This design comes from an exercise in tuning for small area, a short achievable clock period and few clock cycles per item on the open sky130 flow, not from production work. Where RTL was checked, it was by simulation tests only, not by an equivalence proof against the original. No activity file was given, so power comes from the tool's default toggle rates. The flow treats the clock pin as an ideal source, which a real chip does not have.

==> flow/design.v <==
module mx_block_sequencer #(
  parameter int BLOCK_SIZE = 32,
  parameter int DATA_W     = 32,
  parameter int EXP_W      = 8
) (
  input  logic                          clk,
  input  logic                          rst,
  input  logic                          in_valid,
  output logic                          in_ready,
  input  logic [DATA_W-1:0]             in_data,
  input  logic                          flush,
  output logic                          out_valid,
  input  logic                          out_ready,
  output logic [DATA_W-1:0]             out_data,
  output logic [EXP_W-1:0]              out_scale,
  output logic                          out_last,
  output logic [$clog2(BLOCK_SIZE)-1:0] out_idx
);
  localparam int IDX_W = $clog2(BLOCK_SIZE);
  localparam int NS    = BLOCK_SIZE + 1;
  localparam int SW    = $clog2(NS);
  logic [NS-1:0][DATA_W-1:0] ring_q;
  logic [NS-1:0]             occ_q;
  logic [IDX_W-1:0] c_cnt_q, c_cnt_d;
  logic [EXP_W-1:0] c_max_q, c_max_d;
  logic [SW-1:0]    wdist_q, wdist_d;
  logic             p_vld_q, p_vld_d, p2_vld_q, p2_vld_d;
  logic [IDX_W-1:0] p_rem_q, p_rem_d;      
  logic [EXP_W-1:0] p_scale_q, p_scale_d, p2_scale_q, p2_scale_d;
  logic [IDX_W-1:0] rem_q, rem_d;          
  logic [SW-1:0]    rdist_q, rdist_d;
  logic              ov_q, olast_q;
  logic [DATA_W-1:0] od_q;
  logic [EXP_W-1:0]  os_q, e_scale_q;
  logic [IDX_W-1:0]  oi_q, oi_d, nb;
  logic              ir_q, ir_d;
  logic              wsel_q;               
  logic              nx_ok_q, nx_ok_d;     
  logic              nx_rd_q, nx_rd_d;     
  logic             acc, ftk, close, load, rd, start, last_rd;
  logic             ok_l, rd_l, ok_n, rd_n;
  logic [EXP_W-1:0] e_in, new_max;
  logic [IDX_W-1:0] rem_now;
  assign in_ready  = ir_q;
  assign out_valid = ov_q;
  assign out_data  = od_q;
  assign out_scale = os_q;
  assign out_last  = olast_q;
  assign out_idx   = oi_q;
  assign acc     = in_valid & ir_q;
  assign ftk     = flush & ir_q;
  assign e_in    = in_data[DATA_W-2 -: EXP_W];
  assign new_max = (acc && e_in > c_max_q) ? e_in : c_max_q;
  assign close   = (acc && c_cnt_q == IDX_W'(BLOCK_SIZE - 1)) || (ftk && (acc || c_cnt_q != '0));
  assign load    = nx_ok_q & (~ov_q | out_ready);
  assign rd      = load & nx_rd_q;
  assign start   = load & olast_q;
  assign nb      = oi_q + IDX_W'(1);
  assign oi_d    = (oi_q & ~{IDX_W{load}}) | (nb & {IDX_W{load}});
  assign rem_now = olast_q ? p_rem_q : rem_q - IDX_W'(1);
  assign last_rd = rd & (rem_now == '0);
  always_comb begin
    c_cnt_d = c_cnt_q;
    c_max_d = c_max_q;
    wdist_d = (wdist_q == '0) ? SW'(NS - 1) : wdist_q - SW'(1);
    if (close) begin
      c_cnt_d = '0;
      c_max_d = EXP_W'(1);
      wdist_d = {1'b0, ~c_cnt_q};
    end else if (acc) begin
      c_cnt_d = c_cnt_q + IDX_W'(1);
      c_max_d = new_max;
      wdist_d = '0;
    end
    p_vld_d    = p_vld_q;
    p_rem_d    = p_rem_q;
    p_scale_d  = p_scale_q;
    p2_vld_d   = p2_vld_q;
    p2_scale_d = p2_scale_q;
    if (start) begin
      if (p2_vld_q) begin
        p_rem_d   = '0;
        p_scale_d = p2_scale_q;
        p2_vld_d  = 1'b0;
      end else if (close) begin
        p_rem_d   = c_cnt_q + IDX_W'(acc) - IDX_W'(1);
        p_scale_d = new_max;
      end else begin
        p_vld_d = 1'b0;
      end
    end else if (close) begin
      if (p_vld_q) begin
        p2_vld_d   = 1'b1;
        p2_scale_d = new_max;
      end else begin
        p_vld_d   = 1'b1;
        p_rem_d   = c_cnt_q + IDX_W'(acc) - IDX_W'(1);
        p_scale_d = new_max;
      end
    end
    rem_d   = rem_q;
    rdist_d = (rdist_q == '0) ? SW'(NS - 1) : rdist_q - SW'(1);
    if (rd) begin
      rem_d   = rem_now;
      rdist_d = last_rd ? {1'b0, ~nb} : '0;
    end
    if (olast_q) begin
      ok_l = 1'b1;                             
      rd_l = p_rem_q != '0;
    end else if (nb == IDX_W'(BLOCK_SIZE - 1)) begin
      ok_l = p_vld_d & (nx_rd_q | (rdist_q == SW'(1)));
      rd_l = 1'b1;
    end else begin
      ok_l = 1'b1;                             
      rd_l = nx_rd_q & (rem_q != IDX_W'(1));
    end
    if (olast_q) begin
      ok_n = p_vld_d & (rdist_q == SW'(1));
      rd_n = 1'b1;
    end else begin
      ok_n = ~nx_rd_q | (rdist_q == SW'(1));
      rd_n = nx_rd_q;
    end
    nx_ok_d = load ? ok_l : ok_n;
    nx_rd_d = load ? rd_l : rd_n;
    ir_d = ~p2_vld_d & (close ? (c_cnt_q == IDX_W'(BLOCK_SIZE - 1)) : (acc | (wdist_q == SW'(1))))
         & (~occ_q[1] | rd);
  end
  always_ff @(posedge clk) begin
    for (int i = 0; i < NS - 1; i++)
      ring_q[i] <= ring_q[i+1];
    ring_q[NS-1] <= wsel_q ? in_data : ring_q[0];
    wsel_q       <= ir_d;
    od_q <= (od_q & ~{DATA_W{load}}) | (ring_q[1] & {DATA_W{nx_rd_q & load}});
    e_scale_q <= start ? p_scale_q : e_scale_q;
    os_q      <= rst ? '0 : start ? p_scale_q : e_scale_q;
    c_max_q    <= c_max_d;
    p_rem_q    <= p_rem_d;
    p_scale_q  <= p_scale_d;
    p2_scale_q <= p2_scale_d;
    rem_q      <= rem_d;
    if (rst) begin
      occ_q    <= '0;
      c_cnt_q  <= '0;
      c_max_q  <= EXP_W'(1);
      wdist_q  <= SW'(1);
      p_vld_q  <= 1'b0;
      p2_vld_q <= 1'b0;
      rdist_q  <= '0;
      ov_q     <= 1'b0;
      oi_q     <= IDX_W'(BLOCK_SIZE - 1);
      olast_q  <= 1'b1;
      ir_q     <= 1'b0;
      nx_ok_q  <= 1'b0;
      nx_rd_q  <= 1'b1;
    end else begin
      occ_q    <= {occ_q[0] | acc, occ_q[NS-1:2], occ_q[1] & ~rd};
      c_cnt_q  <= c_cnt_d;
      wdist_q  <= wdist_d;
      p_vld_q  <= p_vld_d;
      p2_vld_q <= p2_vld_d;
      rdist_q  <= rdist_d;
      ov_q     <= load | (ov_q & ~out_ready);
      oi_q     <= oi_d;
      olast_q  <= oi_d == IDX_W'(BLOCK_SIZE - 1);
      ir_q     <= ir_d;
      nx_ok_q  <= nx_ok_d;
      nx_rd_q  <= nx_rd_d;
    end
  end
endmodule
make LEC_CHECK=0 CAP_MARGIN=20 CORE_MARGIN=2 CORE_UTILIZATION=30 PLACE_DENSITY=0.5 SETUP_SLACK_MARGIN=3.5 SLEW_MARGIN=20 finish   # period 5.0 ns
run.sh (not shown) runs the stock make flow with config.mk's settings and CLKGATE_MAP_FILE= SYNTH_SCRIPT=/design/flow/synth_recipe.tcl, a recipe that flattens the netlist after the stock synthesis.
The starting point went through all stages and came out clean.
Then changed:
SETUP_SLACK_MARGIN = 3.0   (was 3.5)
The changed run finished clean.
Routed wire length goes down by a few percent.
Hold slack gets worse by 4.2 ps.
Area after synthesis does not change.
No functional check of the RTL was part of any run of this note.

alpha:
RTL: the design.v shown in full above, as it stands there.
clock: 5.0 ns
lec_check: 0
cap_margin: 20
core_margin: 2
core_utilization: 50
place_density: 0.6
setup_slack_margin: 2.8
slew_margin: 20
#### Input delta (beta over alpha)
diff --git a/flow/config.mk b/flow/config.mk
--- a/flow/config.mk
+++ b/flow/config.mk
@@ -9,4 +9,6 @@
 export CORE_MARGIN = 2
 export CORE_UTILIZATION = 50
+export CTS_CLUSTER_DIAMETER = 100
+export CTS_CLUSTER_SIZE = 30
 export PLACE_DENSITY = 0.6
 export SETUP_SLACK_MARGIN = 2.8
[summary]
- beta finished end to end and its layout was clean on timing, DRC and antenna.
- Going from alpha to beta, part of the power in registers grows by 11 points.
- Sort alpha and beta by hold slack, descending, and alpha comes first.
- Relative contribution of combinational cells to total power delta for beta relative to alpha: 1.4 points higher
- beta vs alpha — final worst-path setup slack dropped 0.059 ns.
- Re routed metal-1 wirelength: beta is 400 microns down on alpha.
Edits applied to the flow inputs when going from beta to gamma:
diff --git a/flow/config.mk b/flow/config.mk
--- a/flow/config.mk
+++ b/flow/config.mk
@@ -9,6 +9,7 @@
 export CORE_MARGIN = 2
 export CORE_UTILIZATION = 50
-export CTS_CLUSTER_DIAMETER = 100
-export CTS_CLUSTER_SIZE = 30
+export CTS_BUF_LIST = sky130_fd_sc_hd__clkbuf_8
+export CTS_CLUSTER_DIAMETER = 60
+export CTS_CLUSTER_SIZE = 20
 export PLACE_DENSITY = 0.6
 export SETUP_SLACK_MARGIN = 2.8
--- outcome ---
Compared with beta, in gamma total number of placement rows held, count of H-tree levels built during CTS went up 1. Status: fraction of registers with async set or reset after synthesis parity (beta, gamma). As far as cell count after synthesis goes, beta and gamma are indistinguishable; the numbers are identical. Going from beta to gamma, number of non-filler instances in the completed layout increased by 40 relative to the old numbers, setup slack after layout increased by 0.055 ns relative to the old numbers.
No functional check of the RTL was part of any run of this note.

mx_block_sequencer, a different RTL version from the one above (not shown whole).
Size: about 1800 cells after synthesis, roughly 1200 flip-flops, roughly 27000 sq um of cells after synthesis.
==> flow/design.v (excerpt) <==
module mx_block_sequencer #(
  parameter int BLOCK_SIZE = 32,
  parameter int DATA_W     = 32,
  parameter int EXP_W      = 8
) (
  input  logic                          clk,
  input  logic                          rst,
  input  logic                          in_valid,
  output logic                          in_ready,
  input  logic [DATA_W-1:0]             in_data,
  input  logic                          flush,
  output logic                          out_valid,
  input  logic                          out_ready,
  output logic [DATA_W-1:0]             out_data,
  output logic [EXP_W-1:0]              out_scale,
  output logic                          out_last,
  output logic [$clog2(BLOCK_SIZE)-1:0] out_idx
);
export LEC_CHECK = 0
export ABC_AREA = 1
export CAP_MARGIN = 20
export CORE_MARGIN = 2
export CORE_UTILIZATION = 65
export CTS_BUF_LIST = sky130_fd_sc_hd__clkbuf_8
export CTS_CLUSTER_DIAMETER = 60
export CTS_CLUSTER_SIZE = 20
export GPL_ROUTABILITY_DRIVEN = 0
export PLACE_DENSITY = 0.75
export SETUP_SLACK_MARGIN = 3.1
export SLEW_MARGIN = 20
create_clock -name core_clock -period 5.0 [get_ports {clk}]
standard.sh (not shown) runs the stock make flow with config.mk's settings and CLKGATE_MAP_FILE= SYNTH_SCRIPT=/design/flow/synth_recipe.tcl, a recipe that flattens the netlist after the stock synthesis.
==> flow/flow/run.sh <==
#!/bin/bash
# Standard layout (the standard.sh, with its unchanged synthesis), except that clock tree
# synthesis builds the tree from clkbuf_16 cells over clusters of up to 30 flip-flops and adds
# no dummy loads, and the port buffers start as buf_2 cells. make's output goes to
# standard_flow.log here; each step's own log is under orfs/logs.
set -euo pipefail
export CTS_ARGS="-sink_clustering_enable -repair_clock_nets -sink_clustering_size 30 -sink_clustering_max_diameter 70 -buf_list sky130_fd_sc_hd__clkbuf_16 -dont_use_dummy_load"
export BUFFER_PORTS_ARGS="-buffer_cell sky130_fd_sc_hd__buf_2"
bash standard.sh > standard_flow.log 2>&1
Testbench counts at the start, summed over its fixed seeds: cycles 16,656, items 16,384.
Change:
==> flow/flow/run.sh (replaced) <==
#!/bin/bash
# Standard layout (the standard.sh, unchanged synthesis) with clock tree synthesis told not
# to add dummy loads. Each tool's output goes to a log of its own here and under orfs/logs.
set -euo pipefail
export CTS_ARGS="-sink_clustering_enable -repair_clock_nets -sink_clustering_size 20 -sink_clustering_max_diameter 60 -buf_list sky130_fd_sc_hd__clkbuf_8 -dont_use_dummy_load"
export BUFFER_PORTS_ARGS="-buffer_cell sky130_fd_sc_hd__buf_2"
bash standard.sh > standard_flow.log 2>&1
ABC_AREA = default   (was 1)
SETUP_SLACK_MARGIN = 2.9   (was 3.1)
What happened:
- The new run ran to the end with no violations
- clock skew is higher by 0.017 ns
- via count went down by 2.1%
- register-to-register slack is worse by 0.20 ns
- global-route usage is lower by 0.35 points
Change:
==> flow/flow/run.sh (replaced) <==
#!/bin/bash
# Standard layout (the standard.sh, with its unchanged synthesis), except that clock tree
# synthesis adds no dummy loads and the port buffers start as buf_2 cells. make's output goes to
# standard_flow.log here; each step's own log is under orfs/logs.
set -euo pipefail
export CTS_ARGS="-sink_clustering_enable -repair_clock_nets -sink_clustering_size 35 -sink_clustering_max_diameter 70 -buf_list sky130_fd_sc_hd__clkbuf_16 -dont_use_dummy_load"
export BUFFER_PORTS_ARGS="-buffer_cell sky130_fd_sc_hd__buf_2"
bash standard.sh > standard_flow.log 2>&1
SETUP_SLACK_MARGIN = 3.0   (was 2.9)
Clock power goes up by 6.7%.
Power goes up by 1.8%.
Synthesized cell count does not change.

## re-timing with driven ports
Ports are ideal in the flow. The routed layouts listed here were re-timed in OpenROAD.
Step 1 sets driving cells, clkbuf_16 on the clock port and buf_2 on the other inputs (assumed; they add their load-dependent delay and slew).
Step 2 times the ports against the registers' clock, not the clock port: input delays grow and output delays shrink by t, the midpoint of the rising clock arrivals with the driver on.
a / b / c = ideal / step 1 / step 2; a / b = the first two.
run | shift t [ns] | slack for setup (ns) | hold slack, ns | worst setup path at the end | pins driven straight from the clock port
the first run of note 1 | 0.710 | 2.824 / 2.810 / 2.115 | 0.312 / 0.312 / 0.312 | input to register | 1
the second run of note 1 | 0.709 | 2.793 / 2.803 / 2.094 | 0.308 / 0.308 / 0.308 | input to register | 1
alpha | 0.681 | 2.810 / 2.828 / 2.154 | 0.317 / 0.317 / 0.317 | input to register | 1
beta | 0.647 | 2.751 / 2.778 / 2.131 | 0.303 / 0.303 / 0.303 | input to register | 1
gamma | 0.712 | 2.806 / 2.793 / 2.130 | 0.314 / 0.314 / 0.314 | input to register | 1
the first run of note 3 | 0.637 | 2.908 / 2.855 / 2.586 | 0.295 / 0.295 / 0.295 | input to register | 1
the second run of note 3 | 0.660 | 2.879 / 2.828 / 2.303 | 0.255 / 0.255 / 0.255 | input to register | 1
the third run of note 3 | 0.617 | 2.909 / 2.857 / 2.413 | 0.281 / 0.281 / 0.281 | input to register | 1
After both steps every run listed still meets setup and hold. The setup slack of the first run of note 1, which loses most, moves by -0.014 ns with the drivers and by -0.709 ns with both steps.
